Context: an optimization exercise on an open-source flow, tuned for small area. The choices shown serve that exercise and are no tape-out recipe.
In this exercise RTL edits were held to simulation tests only and were not proved equivalent to the original.
Power and IR drop assume default switching activity.

## fetch_stage
module fetch_stage (
    input  wire                         clk_i,
    input  wire                         arst_n_i,
    output logic                        inst_req_o,
    output fetch_pkg::addr_t            inst_index_o,
    input  wire                         inst_index_ok_i,
    input  wire                         inst_data_ok_i,
    input  wire fetch_pkg::block_t      inst_rdata_i,
    output logic                        iq_valid_o,
    input  wire                         iq_ready_i,
    output fetch_pkg::addr_t            iq_pc_o,
    output fetch_pkg::block_t           iq_inst_o,
    output fetch_pkg::lane_mask_t       iq_lane_en_o,
    output logic                        iq_pred_taken_o,
    output fetch_pkg::addr_t            iq_pred_target_o,
    input  wire                         br_update_valid_i,
    input  wire fetch_pkg::addr_t       br_pc_i,
    input  wire                         br_taken_i,
    input  wire fetch_pkg::addr_t       br_target_i,
    input  wire                         br_mispredict_i,
    input  wire                         exc_valid_i,
    input  wire fetch_pkg::addr_t       exc_pc_i
);
    fetch_pkg::addr_t       fetch_pc;
    fetch_pkg::lane_idx_t   last_lane;
    logic                   pred_taken;
    logic                   flush;
    logic                   req_accept;
    logic                   btb_hit;
    fetch_pkg::lane_idx_t   btb_lane;
    fetch_pkg::addr_t       btb_target;
    logic                   pht_taken;
    pc_register u_pc_register (
        .clk_i           (clk_i),
        .arst_n_i        (arst_n_i),
        .req_accept_i    (req_accept),
        .exc_valid_i     (exc_valid_i),
        .exc_pc_i        (exc_pc_i),
        .br_mispredict_i (br_mispredict_i),
        .br_target_i     (br_target_i),
        .btb_hit_i       (btb_hit),
        .btb_lane_i      (btb_lane),
        .btb_target_i    (btb_target),
        .pht_taken_i     (pht_taken),
        .fetch_pc_o      (fetch_pc),
        .last_lane_o     (last_lane),
        .pred_taken_o    (pred_taken),
        .flush_o         (flush)
    );
    branch_target_buffer u_branch_target_buffer (
        .clk_i        (clk_i),
        .arst_n_i     (arst_n_i),
        .fetch_pc_i   (fetch_pc),
  ...
==> flow/config.mk <==
export PLATFORM = sky130hd
export DESIGN_NAME = fetch_stage
export DESIGN_NICKNAME = fetch_stage
export VERILOG_FILES = /design/flow/design.v
export SDC_FILE = /design/flow/constraint.sdc
export NUM_CORES = 4
export LEC_CHECK = 0
export CAP_MARGIN = 20
export CORE_MARGIN = 2
export CORE_UTILIZATION = 40
export CTS_BUF_LIST = sky130_fd_sc_hd__clkbuf_4
export SLEW_MARGIN = 20
==> flow/constraint.sdc <==
create_clock -name core_clock -period 6.0 [get_ports {clk_i}]
set_input_delay 1.2000 -clock core_clock [delete_from_list [all_inputs] [get_ports {clk_i}]]
set_output_delay 1.2000 -clock core_clock [all_outputs]
set_load 0.01 [all_outputs]
run.sh (not shown) runs the stock make flow with config.mk's settings and CLKGATE_MAP_FILE= SYNTH_SCRIPT=/design/flow/synth_recipe.tcl, a recipe that flattens the netlist after the stock synthesis.
The starting point completed without violations.
Then changed:
==> flow/flow/run.sh (new file) <==
#!/bin/bash
# The standard layout (standard.sh), with:
#  - an area-oriented ABC script in synthesis (flow/synth.tcl, flow/area.abc)
#  - the smallest buffer on every port
#  - a clock tree without dummy loads
# The make output goes to flow_make.log here; each ORFS step also keeps its
# own log under orfs/logs/.
set -euo pipefail
export AREA_ABC_SCRIPT="$PWD/flow/area.abc"
bash standard.sh \
    "SYNTH_SCRIPT=$PWD/flow/synth.tcl" \
    "BUFFER_PORTS_ARGS=-buffer_cell sky130_fd_sc_hd__buf_1" \
    "CTS_ARGS=-sink_clustering_enable -repair_clock_nets -dont_use_dummy_load -buf_list sky130_fd_sc_hd__clkbuf_8 -sink_clustering_size 16 -sink_clustering_max_diameter 60" \
    finish > flow_make.log 2>&1
==> flow/flow/area.abc (new file) <==
&get -n
&st
&syn3
&dch -f
&nf -a -R 1000
&put
==> flow/flow/synth.tcl (new file) <==
# The standard synthesis script (synth_recipe.tcl), with ABC's mapping
# script swapped for an area-oriented one. Registers are mapped before ABC
# runs, so they are the standard synthesis's.
proc synth {args} { yosys synth -nofsm -noshare {*}$args }
proc abc {args} {
  set i [lsearch -exact $args -script]
  if {$i >= 0} { lset args [expr {$i + 1}] $::env(AREA_ABC_SCRIPT) }
  yosys abc {*}$args
}
source $::env(SCRIPTS_DIR)/synth.tcl
# left out here: clear keep_hierarchy, flatten, clean up, hide names made inside functions, write 1_2_yosys.v
==> flow/standard.sh (new file) <==
#!/bin/bash
# synth_recipe.tcl (not shown) runs the flow's synth.tcl, then flattens the netlist and writes it again
# the make line also repeats each setting of config.mk as NAME=value (left out here)
make -C /OpenROAD-flow-scripts/flow DESIGN_CONFIG=/design/flow/config.mk WORK_HOME=/design/flow/orfs CLKGATE_MAP_FILE= SYNTH_SCRIPT=/design/flow/synth_recipe.tcl "${@:-finish}"
CORE_UTILIZATION = 75   (was 40)
CTS_BUF_LIST = default   (was sky130_fd_sc_hd__clkbuf_4)
PLACE_DENSITY = 0.85   (was default)
removed: flow/run.sh
What happened: Cell area went down by roughly a tenth; non-clock buffer count went down by 56; fmax went down by a few percent; clock skew went down by 0.12 ns.
Then changed:
==> flow/run.sh (new file) <==
#!/bin/bash
# synth_recipe.tcl (not shown) runs the flow's synth.tcl, then flattens the netlist and writes it again
# the make line also repeats each setting of config.mk as NAME=value (left out here)
make -C /OpenROAD-flow-scripts/flow DESIGN_CONFIG=/design/flow/config.mk WORK_HOME=/design/flow/orfs CLKGATE_MAP_FILE= SYNTH_SCRIPT=/design/flow/synth_recipe.tcl finish
CORE_UTILIZATION = 40   (was 75)
CTS_BUF_LIST = sky130_fd_sc_hd__clkbuf_16   (was default)
CTS_CLUSTER_DIAMETER = 80   (was default)
CTS_CLUSTER_SIZE = 30   (was default)
PLACE_DENSITY = default   (was 0.85)
removed: flow/flow/run.sh
removed: flow/flow/area.abc
removed: flow/flow/synth.tcl
removed: flow/standard.sh
Result: The new run completed without violations. Clock skew goes up by 0.0040 ns. Power increases by 12%. Synthesized cell count grows by about 10%. Maximum frequency grows by about 5%.
Then changed:
==> flow/flow/run.sh (new file) <==
#!/bin/bash
# The standard layout (standard.sh), with:
#  - an area-oriented ABC script in synthesis (flow/synth.tcl, flow/area.abc)
#  - the smallest buffer on every port
#  - a clock tree without dummy loads
# The make output goes to flow_make.log here; each ORFS step also keeps its
# own log under orfs/logs/.
set -euo pipefail
export AREA_ABC_SCRIPT="$PWD/flow/area.abc"
bash standard.sh \
    "SYNTH_SCRIPT=$PWD/flow/synth.tcl" \
    "BUFFER_PORTS_ARGS=-buffer_cell sky130_fd_sc_hd__buf_1" \
    "CTS_ARGS=-sink_clustering_enable -repair_clock_nets -dont_use_dummy_load -buf_list sky130_fd_sc_hd__clkbuf_8 -sink_clustering_size 16 -sink_clustering_max_diameter 60" \
    finish > flow_make.log 2>&1
==> flow/flow/area.abc (new file) <==
&get -n
&st
&syn3
&dch -f
&nf -a -R 1000
&put
==> flow/flow/synth.tcl (new file) <==
# The standard synthesis script (synth_recipe.tcl), with ABC's mapping
# script swapped for an area-oriented one. Registers are mapped before ABC
# runs, so they are the standard synthesis's.
proc synth {args} { yosys synth -nofsm -noshare {*}$args }
proc abc {args} {
  set i [lsearch -exact $args -script]
  if {$i >= 0} { lset args [expr {$i + 1}] $::env(AREA_ABC_SCRIPT) }
  yosys abc {*}$args
}
source $::env(SCRIPTS_DIR)/synth.tcl
# left out here: clear keep_hierarchy, flatten, clean up, hide names made inside functions, write 1_2_yosys.v
==> flow/standard.sh (new file) <==
#!/bin/bash
# synth_recipe.tcl (not shown) runs the flow's synth.tcl, then flattens the netlist and writes it again
# the make line also repeats each setting of config.mk as NAME=value (left out here)
make -C /OpenROAD-flow-scripts/flow DESIGN_CONFIG=/design/flow/config.mk WORK_HOME=/design/flow/orfs CLKGATE_MAP_FILE= SYNTH_SCRIPT=/design/flow/synth_recipe.tcl "${@:-finish}"
CORE_UTILIZATION = 65   (was 40)
CTS_BUF_LIST = default   (was sky130_fd_sc_hd__clkbuf_16)
CTS_CLUSTER_DIAMETER = default   (was 80)
CTS_CLUSTER_SIZE = default   (was 30)
PLACE_DENSITY = 0.75   (was default)
removed: flow/run.sh
Outcome: Setup slack gets worse by 0.13 ns. Combinational power shrinks by 17%. Maximum frequency fell by 2.4%. Sequential share of layout area goes up by 7.6 points. Core utilization increases by 25 points. Final area is lower by 11%. Non-clock buffer count goes down by 50. Via count drops by 2.4%. Area after synthesis goes down by 4.9%. Global-route usage climbs by 12 points.
Then changed:
CAP_MARGIN = 0   (was 20)
CORE_UTILIZATION = 40   (was 65)
PLACE_DENSITY = default   (was 0.75)
SLEW_MARGIN = 0   (was 20)
After rerunning: Cell area goes up by 2.0%. Hold slack degrades by 0.034 ns. Power went up by 2.3%. Sequential share of layout area goes down by 1.3 points. Wire length rose by 6.1%. Core utilization goes down by 27 points. Global-route usage falls by 14 points. Flip-flop and latch count is unchanged. Area after synthesis does not change. Combinational power hardly moves. Register-to-register slack gains 0.16 ns.
Then changed:
CAP_MARGIN = 20   (was 0)
CORE_UTILIZATION = 65   (was 40)
GPL_TIMING_DRIVEN = 0   (was default)
PLACE_DENSITY = 0.75   (was default)
SLEW_MARGIN = 20   (was 0)
=> The changed run completed without violations. Area after synthesis is unchanged. Clock-buffer cell count went down by 14. Synthesized cell count does not change. Die area went down by 38%. Clock skew went down by 0.030 ns. Power went down by 0.53%.

========
Setup of run 1:
fetch_stage again, from the RTL that the note above started with.
## fetch_stage
module fetch_stage (
    input  wire                         clk_i,
    input  wire                         arst_n_i,
    output logic                        inst_req_o,
    output fetch_pkg::addr_t            inst_index_o,
    input  wire                         inst_index_ok_i,
    input  wire                         inst_data_ok_i,
    input  wire fetch_pkg::block_t      inst_rdata_i,
    output logic                        iq_valid_o,
    input  wire                         iq_ready_i,
    output fetch_pkg::addr_t            iq_pc_o,
    output fetch_pkg::block_t           iq_inst_o,
    output fetch_pkg::lane_mask_t       iq_lane_en_o,
    output logic                        iq_pred_taken_o,
    output fetch_pkg::addr_t            iq_pred_target_o,
    input  wire                         br_update_valid_i,
    input  wire fetch_pkg::addr_t       br_pc_i,
    input  wire                         br_taken_i,
    input  wire fetch_pkg::addr_t       br_target_i,
    input  wire                         br_mispredict_i,
    input  wire                         exc_valid_i,
    input  wire fetch_pkg::addr_t       exc_pc_i
);
export LEC_CHECK = 0
export CAP_MARGIN = 20
export CORE_MARGIN = 2
export CORE_UTILIZATION = 40
export SLEW_MARGIN = 20
create_clock -name core_clock -period 6.0 [get_ports {clk_i}]
standard.sh (not shown) runs the stock make flow with config.mk's settings and CLKGATE_MAP_FILE= SYNTH_SCRIPT=/design/flow/synth_recipe.tcl, a recipe that flattens the netlist after the stock synthesis.
==> flow/flow/run.sh <==
#!/bin/bash
# The standard layout, with the smallest buffer on the ports and a clock
# tree without dummy loads. Full make output goes to flow_make.log here; each
# ORFS step also keeps its own log under orfs/logs/.
set -euo pipefail
bash standard.sh \
    "BUFFER_PORTS_ARGS=-buffer_cell sky130_fd_sc_hd__buf_1" \
    "CTS_ARGS=-sink_clustering_enable -repair_clock_nets -dont_use_dummy_load -buf_list sky130_fd_sc_hd__clkbuf_4" \
    finish > flow_make.log 2>&1
For run 2, these inputs were changed with respect to run 1:
==> flow/flow/run.sh <==
#!/bin/bash
# The standard layout (standard.sh), with:
#  - an area-oriented ABC script in synthesis (flow/synth.tcl, flow/area.abc)
#  - the smallest buffer on every port
#  - a clock tree without dummy loads
# The make output goes to flow_make.log here; each ORFS step also keeps its
# own log under orfs/logs/.
set -euo pipefail
export AREA_ABC_SCRIPT="$PWD/flow/area.abc"
bash standard.sh \
    "SYNTH_SCRIPT=$PWD/flow/synth.tcl" \
    "BUFFER_PORTS_ARGS=-buffer_cell sky130_fd_sc_hd__buf_1" \
    "CTS_ARGS=-sink_clustering_enable -repair_clock_nets -dont_use_dummy_load -buf_list sky130_fd_sc_hd__clkbuf_8 -sink_clustering_size 16 -sink_clustering_max_diameter 60" \
    finish > flow_make.log 2>&1
==> flow/flow/area.abc (new file) <==
&get -n
&st
&dch -f
&nf -a -R 1000
&put
==> flow/flow/synth.tcl (new file) <==
# The standard synthesis script (synth_recipe.tcl), with ABC's mapping
# script swapped for an area-oriented one. Registers are mapped before ABC
# runs, so they are the standard synthesis's.
proc synth {args} { yosys synth -nofsm -noshare {*}$args }
proc abc {args} {
  set i [lsearch -exact $args -script]
  if {$i >= 0} { lset args [expr {$i + 1}] $::env(AREA_ABC_SCRIPT) }
  yosys abc {*}$args
}
source $::env(SCRIPTS_DIR)/synth.tcl
# left out here: clear keep_hierarchy, flatten, clean up, hide names made inside functions, write 1_2_yosys.v
## What came out
The lower register-to-register slack came out of run 2.
Compared with run 1, in run 2 final estimated routing congestion in global placement down 0.051, share of the clock period used by the worst path rose 5.0 points.
Diff run 1 -> run 2: relative area change from synthesis to final layout shows a reduction of 1.4 points; post-route cell area now sits lower; first-iteration DRC count down 561; antenna diode count decreased by 11 relative to the old numbers; total power went down by 8.1%.
Of run 1 and run 2, the higher multi-input combinational area share belongs to run 1.
In run 2, global-route usage is lower than in run 1.
Changes in run 3 relative to run 2:
==> flow/run.sh (new file) <==
#!/bin/bash
# synth_recipe.tcl (not shown) runs the flow's synth.tcl, then flattens the netlist and writes it again
# the make line also repeats each setting of config.mk as NAME=value (left out here)
make -C /OpenROAD-flow-scripts/flow DESIGN_CONFIG=/design/flow/config.mk WORK_HOME=/design/flow/orfs CLKGATE_MAP_FILE= SYNTH_SCRIPT=/design/flow/synth_recipe.tcl finish
removed: flow/flow/run.sh
removed: flow/flow/area.abc
removed: flow/flow/synth.tcl
removed: flow/standard.sh
[summary]
Against run 2, multi-input combinational cell count in run 3 rose by a few percent. Run 3: power 28% above run 2. Diff run 2 and run 3: maximum VDD drop lower in run 2. Run 3 vs run 2, termination of the worst setup path: u_pc_register.pc_q[24]$_DFFE_PN0P_ vs u_pc_register.pc_q[9]$_DFFE_PN0P_. Final weighted congestion in routability-driven placement, run 2 and run 3: smaller value in run 2. Run 3 vs run 2: average cell area after synthesis down by a few percent. Number of design-rule violations left by the first detailed-router iteration in run 3 is 782 higher than in run 2.

[static timing again, ports no longer ideal]
Ports are ideal in the flow. The routed layouts listed here were re-timed in OpenROAD. Step 1 assumes that a clkbuf_16 drives the clock port and a buf_2 every other input. Step 2 times the ports against the registers' clock, not the clock port: input delays grow and output delays shrink by t, the midpoint of the rising clock arrivals with the driver on. Slacks: no drivers / after step 1 / after step 2; pairs: no drivers / after step 1.
| run | t (ns) | setup WS [ns] | hold WS [ns] | latest minus earliest clock arrival (ns) |
|---|---|---|---|---|
| the first run of note 1 | 1.331 | 0.554 / 0.554 / 0.284 | 0.070 / 0.045 / 0.501 | 0.175 / 0.176 |
| the second run of note 1 | 0.794 | 0.262 / 0.262 / 0.262 | 0.490 / 0.490 / 0.490 | 0.068 / 0.068 |
| the third run of note 1 | 0.762 | 0.549 / 0.549 / 0.424 | 0.510 / 0.510 / 0.510 | 0.075 / 0.076 |
| the fourth run of note 1 | 0.791 | 0.415 / 0.415 / 0.415 | 0.444 / 0.397 / 0.485 | 0.115 / 0.115 |
| the fifth run of note 1 | 0.891 | 0.576 / 0.576 / 0.363 | 0.410 / 0.418 / 0.485 | 0.142 / 0.141 |
| the sixth run of note 1 | 0.795 | 0.142 / 0.142 / -0.237 | 0.359 / 0.313 / 0.489 | 0.089 / 0.089 |
| run 1 | 1.301 | 0.611 / 0.611 / 0.611 | 0.162 / 0.117 / 0.507 | 0.158 / 0.158 |
| run 2 | 0.903 | 0.310 / 0.310 / -0.009 | 0.198 / 0.196 / 0.482 | 0.135 / 0.136 |
| run 3 | 0.857 | 0.594 / 0.594 / 0.343 | 0.494 / 0.494 / 0.494 | 0.035 / 0.035 |
With both steps, setup timing fails in the sixth run of note 1 and run 2, where it was met with ideal ports. The setup slack of the sixth run of note 1, which loses most, moves by 0.000 ns with the drivers and by -0.379 ns with both steps.
